What follows belongs to an exercise in optimizing a design on an open flow for small area, a short achievable clock period and few clock cycles per item; a production flow would make more cautious choices. No run shown here included a check of the RTL's function; only the layout flow was run.

==> flow/design.v, too long to show whole: its modules and the start of the top module <==
// module pow_stream: 2956 lines
module pow_stream #(
  parameter int DATA_W = 32,
  parameter int EXP_W  = 3,
  parameter int ID_W   = 1
) (
  input  logic              clk,
  input  logic              aresetn,
  input  logic              s_tvalid,
  output logic              s_tready,
  input  logic [DATA_W-1:0] s_tdata,
  input  logic [EXP_W-1:0]  s_texp,
  input  logic [ID_W-1:0]   s_tid,
  input  logic              s_tlast,
  output logic              m_tvalid,
  input  logic              m_tready,
  output logic [DATA_W-1:0] m_tdata,
  output logic [ID_W-1:0]   m_tid,
  output logic              m_tlast,
  output logic              m_tovf
);
  // ...
==> flow/run.sh <==
#!/bin/bash
# synth_recipe.tcl (not shown) runs the flow's synth.tcl, then flattens the netlist and writes it again
# the make line also repeats each setting of config.mk as NAME=value (left out here)
make -C /OpenROAD-flow-scripts/flow DESIGN_CONFIG=/design/flow/config.mk WORK_HOME=/design/flow/orfs CLKGATE_MAP_FILE= SYNTH_SCRIPT=/design/flow/synth_recipe.tcl finish
==> flow/config.mk <==
export PLATFORM = sky130hd
export DESIGN_NAME = pow_stream
export DESIGN_NICKNAME = pow_stream
export VERILOG_FILES = /design/flow/design.v
export SDC_FILE = /design/flow/constraint.sdc
export NUM_CORES = 4
export LEC_CHECK = 0
export CAP_MARGIN = 20
export CORE_MARGIN = 2
export CORE_UTILIZATION = 40
export SLEW_MARGIN = 20
==> flow/constraint.sdc <==
create_clock -name core_clock -period 7.6 [get_ports {clk}]
set_input_delay 1.5200 -clock core_clock [delete_from_list [all_inputs] [get_ports {clk}]]
set_output_delay 1.5200 -clock core_clock [all_outputs]
set_load 0.01 [all_outputs]
==> summary.txt, run 1 <==
Status: no timing/DRC/antenna violations
Total track usage: 25.4%
EDFF count, synth: 137
H-tree levels: 4
Slew Limit Fails: 0
Setup WS post-layout: 0.183 ns
Warnings from Yosys: 1
Maxcap violations: 0
Initial Util: 40.3%
Area of the multi-input gates: 0.0144 sq mm
Routed vias/inst: 5.16
# IOs: 78
Cells after DPL: 2798
Met2 routed WL: 30.2 mm
Nonclk buf count: 145
R2r startpoint: r_p[9]
WL final: 64.7 mm
Synth Instances: 2084
PortBufs: 76
Worst Tran Pin Value: 1.15 ns
Worst Hold End: o_id
Antenna cells: 0
Clock tree root buffer cell: clkbuf_16
==> run 2: changes to the inputs <==
--- a/flow/design.v
+++ b/flow/design.v
@@ -15,33 +15,32 @@
   input  logic              m_tready,
   output logic [DATA_W-1:0] m_tdata,
   output logic [ID_W-1:0]   m_tid,
   output logic              m_tlast,
   output logic              m_tovf
 );
   logic              r_busy;
   logic [1:0]        r_ops;     
-  logic [2:0]        r_sel;     
-  logic [DATA_W-1:0] r_p;       
-  logic [DATA_W-1:0] r_q;       
-  logic [DATA_W-1:0] r_x;       
+  logic [3:0]        r_sel;     
+  logic [DATA_W-1:0] r_p;
+  logic [DATA_W-1:0] r_x;
   logic [ID_W-1:0]   r_id;
   logic              r_last;
   logic              o_v;
   logic [DATA_W-1:0] o_data;
   logic [ID_W-1:0]   o_id;
   logic              o_last;
   logic              w_out_free;
   logic              w_done;
   logic              w_step;
   logic              w_take;
   logic [DATA_W-1:0] w_prod;
   logic [1:0]        w_ops;
-  logic [2:0]        w_sel;
+  logic [3:0]        w_sel;
   logic [DATA_W-1:0] mm_a, mm_b, mm_y;
   logic mm_n0;
   logic mm_n1;
   logic mm_n2;
   logic mm_n3;
   logic mm_n4;
   logic mm_n5;
   logic mm_n6;
@@ -2898,27 +2897,28 @@
   assign mm_r0 = {mm_n1397, mm_n1339, mm_n1283, mm_n1229, mm_n1177, mm_n1127, mm_n1079, mm_n1033, mm_n1030, mm_n947, mm_n907, mm_n869, mm_n833, mm_n799, mm_n767, mm_n764, mm_n709, mm_n683, mm_n659, mm_n637, mm_n617, mm_n599, mm_n583, mm_n580, mm_n566, mm_n554, mm_n544, mm_n538, mm_n530, mm_n63, mm_n1, mm_n0};
   assign mm_r1 = {mm_n1427, mm_n1396, mm_n1338, mm_n1282, mm_n1228, mm_n1176, mm_n1126, mm_n1078, mm_n1032, mm_n988, mm_n946, mm_n906, mm_n868, mm_n832, mm_n798, mm_n766, mm_n736, mm_n708, mm_n682, mm_n658, mm_n636, mm_n616, mm_n598, mm_n582, mm_n568, mm_n556, mm_n546, mm_n536, mm_n532, mm_n528, mm_n32, 1'b0};
   assign mm_y = mm_r0 + mm_r1;
   assign w_out_free = ~o_v | m_tready;
   assign w_done     = r_busy & (r_ops == 2'd0) & w_out_free;
   assign w_step     = r_busy & (r_ops != 2'd0);
   assign w_take     = s_tvalid & s_tready;
   assign s_tready   = aresetn & (~r_busy | w_done);
-  assign mm_a = r_q;
-  assign mm_b = r_p;
+  assign mm_a   = r_sel[0] ? r_x : r_p;
+  assign mm_b   = r_p;
   assign w_prod = mm_y;
   always_comb begin
     case (s_texp)
-      3'd3:    begin w_ops = 2'd1; w_sel = 3'b001; end
-      3'd4:    begin w_ops = 2'd1; w_sel = 3'b000; end
-      3'd5:    begin w_ops = 2'd2; w_sel = 3'b010; end
-      3'd6:    begin w_ops = 2'd2; w_sel = 3'b001; end
-      3'd7:    begin w_ops = 2'd3; w_sel = 3'b101; end
-      default: begin w_ops = 2'd0; w_sel = 3'b000; end
+      3'd2:    begin w_ops = 2'd0; w_sel = 4'b0000; end
+      3'd3:    begin w_ops = 2'd1; w_sel = 4'b0010; end
+      3'd4:    begin w_ops = 2'd1; w_sel = 4'b0000; end
+      3'd5:    begin w_ops = 2'd2; w_sel = 4'b0100; end
+      3'd6:    begin w_ops = 2'd2; w_sel = 4'b0010; end
+      3'd7:    begin w_ops = 2'd3; w_sel = 4'b1010; end
+      default: begin w_ops = 2'd0; w_sel = 4'b0001; end
     endcase
   end
   always_ff @(posedge clk or negedge aresetn) begin
     if (!aresetn) begin
       r_busy <= 1'b0;
       o_v    <= 1'b0;
     end else begin
       if (w_take)      r_busy <= 1'b1;
@@ -2927,25 +2927,23 @@
       else if (m_tready)   o_v <= 1'b0;
     end
   end
   always_ff @(posedge clk) begin
     if (w_take) begin
       r_ops  <= w_ops;
       r_sel  <= w_sel;
       r_p    <= (s_texp == 3'd0) ? DATA_W'(1) : s_tdata;
-      r_q    <= (s_texp <= 3'd1) ? DATA_W'(1) : s_tdata;
-      r_x    <= s_tdata;
+      r_x    <= (s_texp[2:1] == 2'd0) ? DATA_W'(1) : s_tdata;
       r_id   <= s_tid;
       r_last <= s_tlast;
     end else if (w_step) begin
       r_ops  <= r_ops - 2'd1;
-      r_sel  <= {1'b0, r_sel[2:1]};
+      r_sel  <= {1'b0, r_sel[3:1]};
       r_p    <= w_prod;
-      r_q    <= r_sel[0] ? r_x : w_prod;
     end
     if (w_done) begin
       o_data <= w_prod;
       o_id   <= r_id;
       o_last <= r_last;
     end
   end
   assign m_tvalid = o_v;
==> summary.txt, run 2 <==
Status: no timing/DRC/antenna violations (unchanged)
Area of the die: 0.0518 sq mm (was 0.0534 sq mm)
WL final: 64.0 mm (was 64.7 mm)
Met1 WL: 26.7 mm (was 25.9 mm)
Slew margin rel.: 34.5% (was 21.1%)
HPWL Detailed: 49.1 mm (was 51.2 mm)
First-pass GRT wire length: 98.7 mm (was 99.2 mm)
ANT nets after route: 0 (unchanged)
Layout Skew: 0.00942 ns (was 0.00790 ns)
Most area-consuming cells after synthesis: fa_1 41%, edfxtp_1 16%, and2_1 9.3% (was fa_1 39%, edfxtp_1 20%, and2_1 8.9%)
CTS tree: yes (unchanged)
Crit path capture type: flop (unchanged)
Async set-reset flop share out of synthesis: 1.85% (was 1.44%)
Worst Tran Pin Value: 0.972 ns (was 1.15 ns)
Drt initial violations: 1110 (was 1083)
Warnings from Yosys: 1 (unchanged)
Antenna cells: 0 (unchanged)
DRC Markers: 0 (unchanged)
RSZ-0062 raised after global routing: false (unchanged)
Crit-path cells: buf_12 -> mux2_2 -> buf_4 -> nand2_1 -> fa_1 -> fa_1 -> inv_1 -> fa_1 -> inv_1 -> fa_1 -> fa_1 -> inv_1 -> fa_1 -> ha_1 -> ha_1 -> o21ai_0 -> a211oi_1 -> a21oi_1 -> buf_4 -> and3_1 -> a21oi_1 -> a311oi_1 -> xnor3_1 -> a22o_1 (was buf_4 -> nand2_1 -> fa_1 -> fa_1 -> inv_1 -> fa_1 -> inv_1 -> fa_1 -> inv_1 -> fa_1 -> inv_1 -> fa_1 -> inv_1 -> ha_1 -> ha_1 -> ha_1 -> and3_2 -> a2111oi_0 -> nor2_1 -> mux2i_1 -> o21ai_0)
Final Hold Fails: 0 (unchanged)
Commonest non-fill, non-tap cell in the layout: inv_1 (unchanged)
Setup WS post-layout: 0.234 ns (was 0.183 ns)
Fin Setup TNS: 0 ns (unchanged)
Synth Instances: 2062 (was 2084)
Maxcap violations: 0 (unchanged)
FF/Latch Area: 0.00323 sq mm (was 0.00416 sq mm)
Row Count: 81 (was 83)
WL/cell: 22.9 microns (about the same)
EDFF count, synth: 106 (was 137)
Share of layout cells above drive strength 1: 6.77% (was 5.86%)
Area leader, netlist: fa_1 (unchanged)
Finished Layout Cells: 2791 (was 2830)
Layout net count: 2630 (was 2645)
Vias in the first global route: 15900 (was 16100)
Max Used Layer: met4 (unchanged)
Metal3 WL: 5.50 mm (was 6.00 mm)
Pin count of the biggest net entering global routing: 49 (was 63)
R2R depth: 24 (was 21)
Clk latency of the worst-skew pair: 0.37 ns (was 0.44 ns)
DIE HEIGHT: 228 microns (was 231 microns)
Global route total overflow: 0 (unchanged)
Area delta synth->final: 10.8% (was 10.9%)
Slew Limit Fails: 0 (unchanged)
Count leader, synth: inv_1 (unchanged)
H-tree levels: 3 (was 4)
Num CTS Buffers: 9 (was 17)
Clock tree root buffer cell: clkbuf_16 (unchanged)
Initial Util: 40.7% (was 40.3%)
CP dominant cell by count: fa_1 (unchanged)
Setup crit start kind: flop (unchanged)
Die width: 228 microns (was 231 microns)
Register area share after synthesis: 16.2% (was 20.2%)
Synth top area share: 40.7% (was 39.5%)
Slowest CP cell: fa_1 (was a2111oi_0)
Worst-path maximum fanout: 23 (was 13)
Fin crit share: 96.9% (was 97.6%)
Pre-CTS setup slack: 0.198 ns (was 0.368 ns)
Net count after synthesis: 2570 (was 2592)
Most frequent cells after synthesis: 469 x inv_1, 407 x fa_1, 296 x and2_1 (was 448 x inv_1, 407 x fa_1, 294 x and2_1)
Synth Cell Area: 0.0200 sq mm (was 0.0206 sq mm)
Clock-pin transition on the worst setup and hold timing paths: 0.08 ns (was 0.06 ns)
Hold path depth: 0 (unchanged)
Routability cong.: 0.936 (was 0.968)
Fill count: 4770 (was 4872)
Met2 routed WL: 29.2 mm (was 30.2 mm)
Vias: 14600 (about the same)
Final-report setup violation count: 0 (unchanged)
Core area: 0.0492 sq mm (was 0.0512 sq mm)
Post-synthesis register bit count: 108 (was 139)
CP peak stage delay: 0.56 ns (was 1.01 ns)
Hold Crit Class: reg2reg (unchanged)
Total track usage: 26.3% (was 25.4%)
Routed vias/inst: 5.25 (was 5.16)
Drt first pass iters: 6 (unchanged)
Mapped Avg Cell Area: 9.70 sq um (was 9.91 sq um)
Max Clk Rate: 136 MHz (was 135 MHz)
PortBufs: 76 (unchanged)
Initial antenna violation count: 1 (was 2)
WP data required: 7.73 ns (was 7.76 ns)
CP arrival: 7.50 ns (was 7.58 ns)
CTS max path bufs: 2 (unchanged)
Minimum clock period: 7.37 ns (was 7.42 ns)
Type of the worst setup path: reg2reg (unchanged)
Top FF cell, synth: edfxtp_1 (unchanged)
Area of the multi-input gates: 0.0146 sq mm (was 0.0144 sq mm)
Most frequent cells in the layout: 468 x inv_1, 407 x fa_1, 296 x and2_1, 229 x nand2_1, 106 x edfxtp_1 (was 447 x inv_1, 407 x fa_1, 294 x and2_1, 262 x nand2_1, 137 x edfxtp_1)
Post-synth cell types: 65 (was 68)
Largest registers: o_data x32, r_p x32, r_x x32
Cells after DPL: 2765 (was 2798)
# clock sinks: 108 (was 139)
# IOs: 78 (unchanged)
## run 2: final timing paths
kind / slack, ns / to / start
min in group asynchronous: 1.31 / o_v / aresetn
worst min register to register: 0.44 / o_last / r_last
worst max register to register: 0.23 / r_p[31] / r_sel[0]
max in group asynchronous: 6.16 / r_busy / aresetn
worst min-delay path: 0.44 / o_last / r_last
worst max-delay path: 0.23 / r_p[31] / r_sel[0]
## run 2: cells by family (layout without fill, tap and decap cells)
| group | count (synthesis) | count (layout) | share of synthesized area (%) |
|---|---|---|---|
| AO/OA/AOI/OAI | 161 | 161 | 5.58 |
| XOR/XNOR | 80 | 80 | 3.75 |
| adder cells (fa/ha/maj) | 467 | 467 | 44.5 |
| buffers and inverters | 574 | 639 | 11.0 |
| flip-flops | 108 | 108 | 16.2 |
| multiplexers | 32 | 32 | 2.09 |
| other | 1 | 1 | 0.0188 |
| AND/OR/NAND/NOR | 639 | 639 | 16.8 |
## run 2: per-stage QoR
step / instance area [sq um] / util (%) / hold WS (ns)
2_1_floorplan: 20000 / - / 0.400
3_3_place_gp: 21700 / 44.2 / 0.406
3_5_place_dp: 21700 / 44.2 / 0.422
4_1_cts: 22000 / 44.8 / 0.437
5_1_grt: 22200 / 45.1 / 0.445
6_report: 22200 / 45.1 / 0.440
## run 2: cell type report
type	instances	area share (%)
clock inverters	7	0.356
flip-flops and latches	108	14.6
inverters	469	7.95
repair buffers	154	6.32
multi-input cells	1380	66.0
clock buffers	9	1.02
well taps	664	3.75
## run 2: per-layer routing
metal	up-vias	global-route usage [%]
met2	748	41.6
li1	6239	-
met3	150	4.69
met5	-	0
met4	0	10.1
met1	7512	36.1
## run 2: critical path, delay by kind of cell (launching register included)
kind	cells	cell delay [ns]
AO/OA/AOI/OAI	6	1.22
XOR/XNOR	1	0.28
adder cells (fa/ha/maj)	8	3.77
buffers and inverters	6	0.77
flip-flops	1	0.42
multiplexers	1	0.47
AND/OR/NAND/NOR	2	0.21
## run 2: repair_timing
item,CTS,global route
buffers inserted,0,9
setup endpoints to repair,0,7
gates resized for setup,0,13
hold buffers,0,0
==> run 3: changes to the inputs <==
--- a/flow/config.mk
+++ b/flow/config.mk
@@ -5,6 +5,7 @@
 export SDC_FILE = /design/flow/constraint.sdc
 export NUM_CORES = 4
 export LEC_CHECK = 0
+export ABC_AREA = 1
 export CAP_MARGIN = 20
 export CORE_MARGIN = 2
 export CORE_UTILIZATION = 40
==> summary.txt, run 3 <==
Status: no timing/DRC/antenna violations (unchanged)
HPWL Detailed: 59.8 mm (was 49.1 mm)
Top FF cell, synth: edfxtp_1 (unchanged)
Slew Limit Fails: 0 (unchanged)
Mapped Avg Cell Area: 8.11 sq um (was 9.70 sq um)
WP data required: 7.68 ns (was 7.73 ns)
Maxcap violations: 0 (unchanged)
WL final: 74.8 mm (was 64.0 mm)
CP arrival: 7.38 ns (was 7.50 ns)
Warnings from Yosys: 1 (unchanged)
Type of the worst setup path: reg2reg (unchanged)
Crit path capture type: flop (unchanged)
Initial Util: 40.5% (was 40.7%)
Setup WS post-layout: 0.308 ns (was 0.234 ns)
PortBufs: 76 (unchanged)
Async set-reset flop share out of synthesis: 1.85% (unchanged)
DIE HEIGHT: 227 microns (was 228 microns)
DRC Markers: 0 (unchanged)
Post-synthesis register bit count: 108 (unchanged)
Die width: 227 microns (was 228 microns)
Most area-consuming cells after synthesis: fa_1 41%, edfxtp_1 16%, inv_1 12% (was fa_1 41%, edfxtp_1 16%, and2_1 9.3%)
Area leader, netlist: fa_1 (unchanged)
Slew margin rel.: 31.4% (was 34.5%)
Final Hold Fails: 0 (unchanged)
Setup crit start kind: flop (unchanged)
Synth Instances: 2445 (was 2062)
CP peak stage delay: 0.63 ns (was 0.56 ns)
Most frequent cells in the layout: 636 x inv_1, 477 x nand2_1, 407 x fa_1, 388 x nor2_1, 106 x edfxtp_1 (was 468 x inv_1, 407 x fa_1, 296 x and2_1, 229 x nand2_1, 106 x edfxtp_1)
Largest registers: o_data x32, r_p x32, r_x x32 (unchanged)
H-tree levels: 3 (unchanged)
# clock sinks: 108 (unchanged)
Share of layout cells above drive strength 1: 6.83% (was 6.77%)
WL/cell: 23.2 microns (was 22.9 microns)
EDFF count, synth: 106 (unchanged)
Pin count of the biggest net entering global routing: 41 (was 49)
Drt first pass iters: 6 (unchanged)
# IOs: 78 (unchanged)
Clock tree root buffer cell: clkbuf_16 (unchanged)
Routability cong.: 1.06 (was 0.936)
Antenna cells: 0 (unchanged)
Pre-CTS setup slack: -0.0548 ns (was 0.198 ns)
Slowest CP cell: fa_1 (unchanged)
Minimum clock period: 7.29 ns (was 7.37 ns)
Net count after synthesis: 2953 (was 2570)
Synth Cell Area: 0.0198 sq mm (was 0.0200 sq mm)
Global route total overflow: 0 (unchanged)
Post-synth cell types: 43 (was 65)
CTS tree: yes (unchanged)
Vias in the first global route: 17800 (was 15900)
Clock-pin transition on the worst setup and hold timing paths: 0.08 ns (about the same)
Most frequent cells after synthesis: 640 x inv_1, 484 x nand2_1, 407 x fa_1 (was 469 x inv_1, 407 x fa_1, 296 x and2_1)
Routed vias/inst: 5.18 (was 5.25)
Synth top area share: 41.1% (was 40.7%)
Max Clk Rate: 137 MHz (was 136 MHz)
Placed inst area: 0.0219 sq mm (was 0.0217 sq mm)
First-pass GRT wire length: 112 mm (was 98.7 mm)
Initial antenna violation count: 0 (was 1)
Drt initial violations: 1798 (was 1110)
Worst Tran Pin Value: 1.03 ns (was 0.972 ns)
Final-report setup violation count: 0 (unchanged)
ANT nets after route: 0 (unchanged)
Area delta synth->final: 12.6% (was 10.8%)
Worst-path maximum fanout: 36 (was 23)
Hold Buf Count CTS: 0 (unchanged)
Hold Crit Class: reg2reg (unchanged)
Area of the die: 0.0514 sq mm (was 0.0518 sq mm)
Commonest non-fill, non-tap cell in the layout: inv_1 (unchanged)
Fin crit share: 95.9% (was 96.9%)
Num CTS Buffers: 9 (unchanged)
Vias: 16700 (was 14600)
Register area share after synthesis: 16.3% (was 16.2%)
Core area: 0.0490 sq mm (was 0.0492 sq mm)
CTS max path bufs: 2 (unchanged)
Total track usage: 30.4% (was 26.3%)
Row Count: 81 (unchanged)
Layout net count: 3068 (was 2630)
Fill count: 4838 (was 4770)
Count leader, synth: inv_1 (unchanged)
Clk latency of the worst-skew pair: 0.37 ns (about the same)
Final instance area: 0.0223 sq mm (was 0.0222 sq mm)
Layout Skew: 0.0155 ns (was 0.00942 ns)
## run 3: cell types whose count changed after synthesis, moves of 13 or more
cell,previous run,this run
clkbuf_1,97,59
mux2_4,13,0
and2_1,296,2
xnor2_1,58,13
nand3_1,9,68
mux2_2,15,0
nor2_1,17,389
nor2b_1,47,0
o21ai_0,24,48
inv_1,469,640
nand2_1,229,484
a22o_1,20,0
## run 3: path summary, 6_finish.rpt
kind	slack [ns]	to	startpoint	cells after the start
worst max-delay path	0.31	r_p[30]	r_sel[0]	31
worst min-delay path	0.42	o_last	r_last	0
worst max register to register	0.31	r_p[30]	r_sel[0]	31
worst min register to register	0.42	o_last	r_last	0
max in group asynchronous	6.14	o_v	aresetn	1
min in group asynchronous	1.33	r_busy	aresetn	1
## run 3: routing by layer
metal / vias to the layer above / track usage (%) / wire length (microns) / share of wire [%]
li1: 7237 / - / - / -
met1: 8353 / 40.1 / 29700 / 40
met2: 928 / 47.3 / 33400 / 45
met3: 217 / 7.41 / 7550 / 10
met4: 0 / 13.9 / 4130 / 5.5
met5: - / 0 / 0 / 0
## run 3: logic make-up (layout without fill, tap and decap cells)
logic type                 Yosys count  count (layout)  synth area share [%]
buffers and inverters              735             854                  14.3
adders and majority gates          467             467                  44.9
DFF                                108             108                  16.3
and+or+nand+nor                    976             976                  19.4
xor gates and xnor gates            40              40                  1.77
AOI/OAI and AO/OA                  118             118                  3.41
other                                1               1                0.0189
## run 3: worst max-delay path: cells and delay by family, from the launching register on
family,cells,cell delay (ns)
and+or+nand+nor,14,1.83
adders and majority gates,8,3.59
AOI/OAI and AO/OA,1,0.08
DFF,1,0.42
buffers and inverters,8,1.05
## run 3: cell type report
type	count	area (sq um)	share of cell area [%]
flip-flops and latches	108	3230	14.5
clock buffers	9	225	1.01
inverters	660	2520	11.3
repair buffers	179	1570	7.05
clock inverters	6	105	0.470
well taps	664	831	3.72
multi-input cells	1602	13900	62.0
## run 3: per-stage QoR
step	hold slack, ns	util (%)	TNS [ns]	instances
2_1_floorplan	0.400	-	0	2445
3_3_place_gp	0.401	44.7	0	3211
3_5_place_dp	0.405	44.7	-0.0944	3211
4_1_cts	0.425	45.4	0	3226
5_1_grt	0.427	45.6	-0.00168	3228
6_report	0.423	45.6	0	3228
## run 3: timing repair
action,in CTS,in global routing
cloned,0,0
setup buffers,0,2
pin swaps,0,1
gates resized for setup,2,29
endpoints found under the setup margin,2,12
==> run 4: changes to the inputs <==
--- a/flow/config.mk
+++ b/flow/config.mk
@@ -5,8 +5,8 @@
 export SDC_FILE = /design/flow/constraint.sdc
 export NUM_CORES = 4
 export LEC_CHECK = 0
-export ABC_AREA = 1
 export CAP_MARGIN = 20
 export CORE_MARGIN = 2
 export CORE_UTILIZATION = 40
+export SETUP_SLACK_MARGIN = 1.0
 export SLEW_MARGIN = 20
==> summary.txt, run 4 <==
WL/cell: 25.1 microns (was 23.2 microns)
Net count after synthesis: 2570 (was 2953)
Initial antenna violation count: 2 (was 0)
Final instance area: 0.0245 sq mm (was 0.0223 sq mm)
H-tree levels: 3 (unchanged)
DRC Markers: 0 (unchanged)
Commonest non-fill, non-tap cell in the layout: inv_1 (unchanged)
Worst Tran Pin Value: 0.716 ns (was 1.03 ns)
Minimum clock period: 7.11 ns (was 7.29 ns)
Core area: 0.0492 sq mm (was 0.0490 sq mm)
Share of layout cells above drive strength 1: 21.6% (was 6.83%)
Die width: 228 microns (was 227 microns)
CP arrival: 7.23 ns (was 7.38 ns)
Hold Buf Count CTS: 0 (unchanged)
Routability cong.: 0.922 (was 1.06)
Worst-path maximum fanout: 5 (was 36)
Max Clk Rate: 141 MHz (was 137 MHz)
Total track usage: 28.8% (was 30.4%)
Most frequent cells after synthesis: 469 x inv_1, 407 x fa_1, 296 x and2_1 (was 640 x inv_1, 484 x nand2_1, 407 x fa_1)
Post-synthesis register bit count: 108 (unchanged)
WL final: 72.6 mm (was 74.8 mm)
WP data required: 7.72 ns (was 7.68 ns)
Clk latency of the worst-skew pair: 0.37 ns (about the same)
Placed inst area: 0.0218 sq mm (was 0.0219 sq mm)
Post-synth cell types: 65 (was 43)
Vias: 15700 (was 16700)
Slew Limit Fails: 0 (unchanged)
Area delta synth->final: 22.3% (was 12.6%)
Final Hold Fails: 0 (unchanged)
Drt first pass iters: 5 (was 6)
Crit path capture type: flop (unchanged)
PortBufs: 76 (unchanged)
Initial Util: 40.7% (was 40.5%)
Clock tree root buffer cell: clkbuf_16 (unchanged)
Most frequent cells in the layout: 423 x inv_1, 344 x fa_1, 271 x and2_1, 225 x nand2_1, 121 x buf_4 (was 636 x inv_1, 477 x nand2_1, 407 x fa_1, 388 x nor2_1, 106 x edfxtp_1)
Routed vias/inst: 5.43 (was 5.18)
Count leader, synth: inv_1 (unchanged)
Drt initial violations: 1405 (was 1798)
Row Count: 81 (unchanged)
Most area-consuming cells after synthesis: fa_1 41%, edfxtp_1 16%, and2_1 9.3% (was fa_1 41%, edfxtp_1 16%, inv_1 12%)
Global route total overflow: 0 (unchanged)
Clock-pin transition on the worst setup and hold timing paths: 0.08 ns (about the same)
RSZ-0062 raised after global routing: true
Layout Skew: 0.00648 ns (was 0.0155 ns)
# clock sinks: 108 (unchanged)
Async set-reset flop share out of synthesis: 1.85% (unchanged)
Hold path depth: 0 (unchanged)
Final-report setup violation count: 0 (unchanged)
Synth Instances: 2062 (was 2445)
Num CTS Buffers: 9 (unchanged)
R2R depth: 24 (was 31)
# IOs: 78 (unchanged)
Hold Crit Class: reg2reg (unchanged)
Synth Cell Area: 0.0200 sq mm (was 0.0198 sq mm)
Area leader, netlist: fa_1 (unchanged)
Type of the worst setup path: reg2reg (unchanged)
HPWL Detailed: 48.9 mm (was 59.8 mm)
CP peak stage delay: 0.56 ns (was 0.63 ns)
Warnings from Yosys: 1 (unchanged)
CTS tree: yes (unchanged)
ANT nets after route: 0 (unchanged)
Maxcap violations: 0 (unchanged)
Mapped Avg Cell Area: 9.70 sq um (was 8.11 sq um)
Fin Setup TNS: 0 ns (unchanged)
Slowest CP cell: fa_1 (unchanged)
Largest registers: o_data x32, r_p x32, r_x x32 (unchanged)
Register area share after synthesis: 16.2% (was 16.3%)
Status: no timing/DRC/antenna violations (unchanged)
CTS max path bufs: 2 (unchanged)
Slew margin rel.: 52.2% (was 31.4%)
Top FF cell, synth: edfxtp_1 (unchanged)
First-pass GRT wire length: 108 mm (was 112 mm)
Area of the die: 0.0518 sq mm (was 0.0514 sq mm)
Layout net count: 2730 (was 3068)
Setup crit start kind: flop (unchanged)
EDFF count, synth: 106 (unchanged)
Crit-path cells: buf_6 -> buf_8 -> buf_16 -> mux2_4 -> buf_6 -> buf_4 -> and2_1 -> fa_1 -> inv_1 -> fa_1 -> fa_1 -> fa_1 -> inv_1 -> fa_2 -> fa_1 -> inv_1 -> fa_1 -> inv_1 -> ha_1 -> ha_4 -> and3_1 -> a311oi_2 -> xnor3_1 -> a22o_1
CP dominant cell by count: fa_1
Synth top area share: 40.7% (was 41.1%)
Vias in the first global route: 17000 (was 17800)
DIE HEIGHT: 228 microns (was 227 microns)
Fin crit share: 93.6% (was 95.9%)
Pin count of the biggest net entering global routing: 42 (was 41)
[run 4: cell types whose count changed after synthesis, moves of 47 or more]
cell,change
and2_1,+294
inv_1,-171
nand2_1,-255
nand3_1,-59
nor2_1,-372
nor2b_1,+47
[run 4: cells by family (layout without fill, tap and decap cells)]
logic type / Yosys count / after routing / synth area share [%]
AND/OR/NAND/NOR: 639 / 639 / 16.8
flip-flops: 108 / 108 / 16.2
XOR/XNOR: 80 / 80 / 3.75
multiplexers: 32 / 42 / 2.09
AO/OA/AOI/OAI: 161 / 161 / 5.58
adder cells (fa/ha/maj): 467 / 467 / 44.5
buffers and inverters: 574 / 729 / 11.0
other: 1 / 2 / 0.0188
[run 4: layout make-up]
type | count | area (sq um)
well taps | 664 | 831
multi-input cells | 1390 | 16000
diodes | 1 | 2.50
fillers | 4399 | 24700
clock buffers | 9 | 225
flip-flops and latches | 108 | 3230
inverters | 469 | 1760
repair buffers | 244 | 2380
clock inverters | 7 | 51.3
[run 4: critical path: cells and delay by family (launching register included)]
family	cells	cell delay (ns)
fa+ha+maj	9	3.85
buf+inv	9	0.96
compound gates	2	0.55
flops	1	0.43
xor+xnor	1	0.39
mux	1	0.34
simple gates	2	0.33
[run 4: timing repair]
action	CTS	global route
resized for setup	179	121
pin swaps	63	52
buffers inserted	84	27
cloned	12	3
endpoints found under the hold margin	0	0
setup endpoints to repair	30	33
[run 4: path summary, 6_finish.rpt]
kind | from | end | slack (ns)
max reg2reg | r_sel[0] | r_p[31] | 0.49
min in group asynchronous | aresetn | r_busy | 1.32
min reg2reg | r_id | o_id | 0.44
max in group asynchronous | aresetn | o_v | 6.15
min | r_id | o_id | 0.44
max | r_sel[0] | r_p[31] | 0.49
[run 4: routing by layer]
layer  track usage (%)  vias to the layer above  share of wire (%)
li1                  -                     6456                  -
met1              38.3                     8029                 40
met4              11.7                        0                5.3
met5                 0                        -                  0
met3              7.02                      234                 10
met2              45.5                      984                 45
[run 4: through the flow]
step           utilization, %  hold slack [ns]  worst slack, ns  std cells
3_5_place_dp             44.4            0.410            0.249       2749
2_1_floorplan               -            0.400            0.775       2062
4_1_cts                  48.3            0.442            0.513       2861
6_report                 49.8            0.440            0.488       2892
3_3_place_gp             44.4            0.419            0.377       2749
5_1_grt                  49.8            0.456            0.317       2891

re-timing with driven ports:
Ports are ideal in the flow. The routed layouts listed here were re-timed in OpenROAD.
Step 1, drivers: a clkbuf_16 drives clk and a buf_2 each remaining input, both assumed.
Step 2 also shifts input and output timing later by t, the mid clock arrival at the registers, as if the neighbouring blocks saw the same clock.
Slacks: ideal ports / drivers / drivers and shift; pairs: ideal ports / drivers.
run	t, ns	setup slack, ns	worst setup path after step 2
run 1	0.487	0.183 / 0.183 / 0.183	register to register
run 2	0.410	0.234 / 0.234 / 0.234	register to register
run 3	0.408	0.308 / 0.308 / 0.308	register to register
run 4	0.406	0.488 / 0.488 / 0.488	register to register
After both steps every run listed still meets setup and hold.
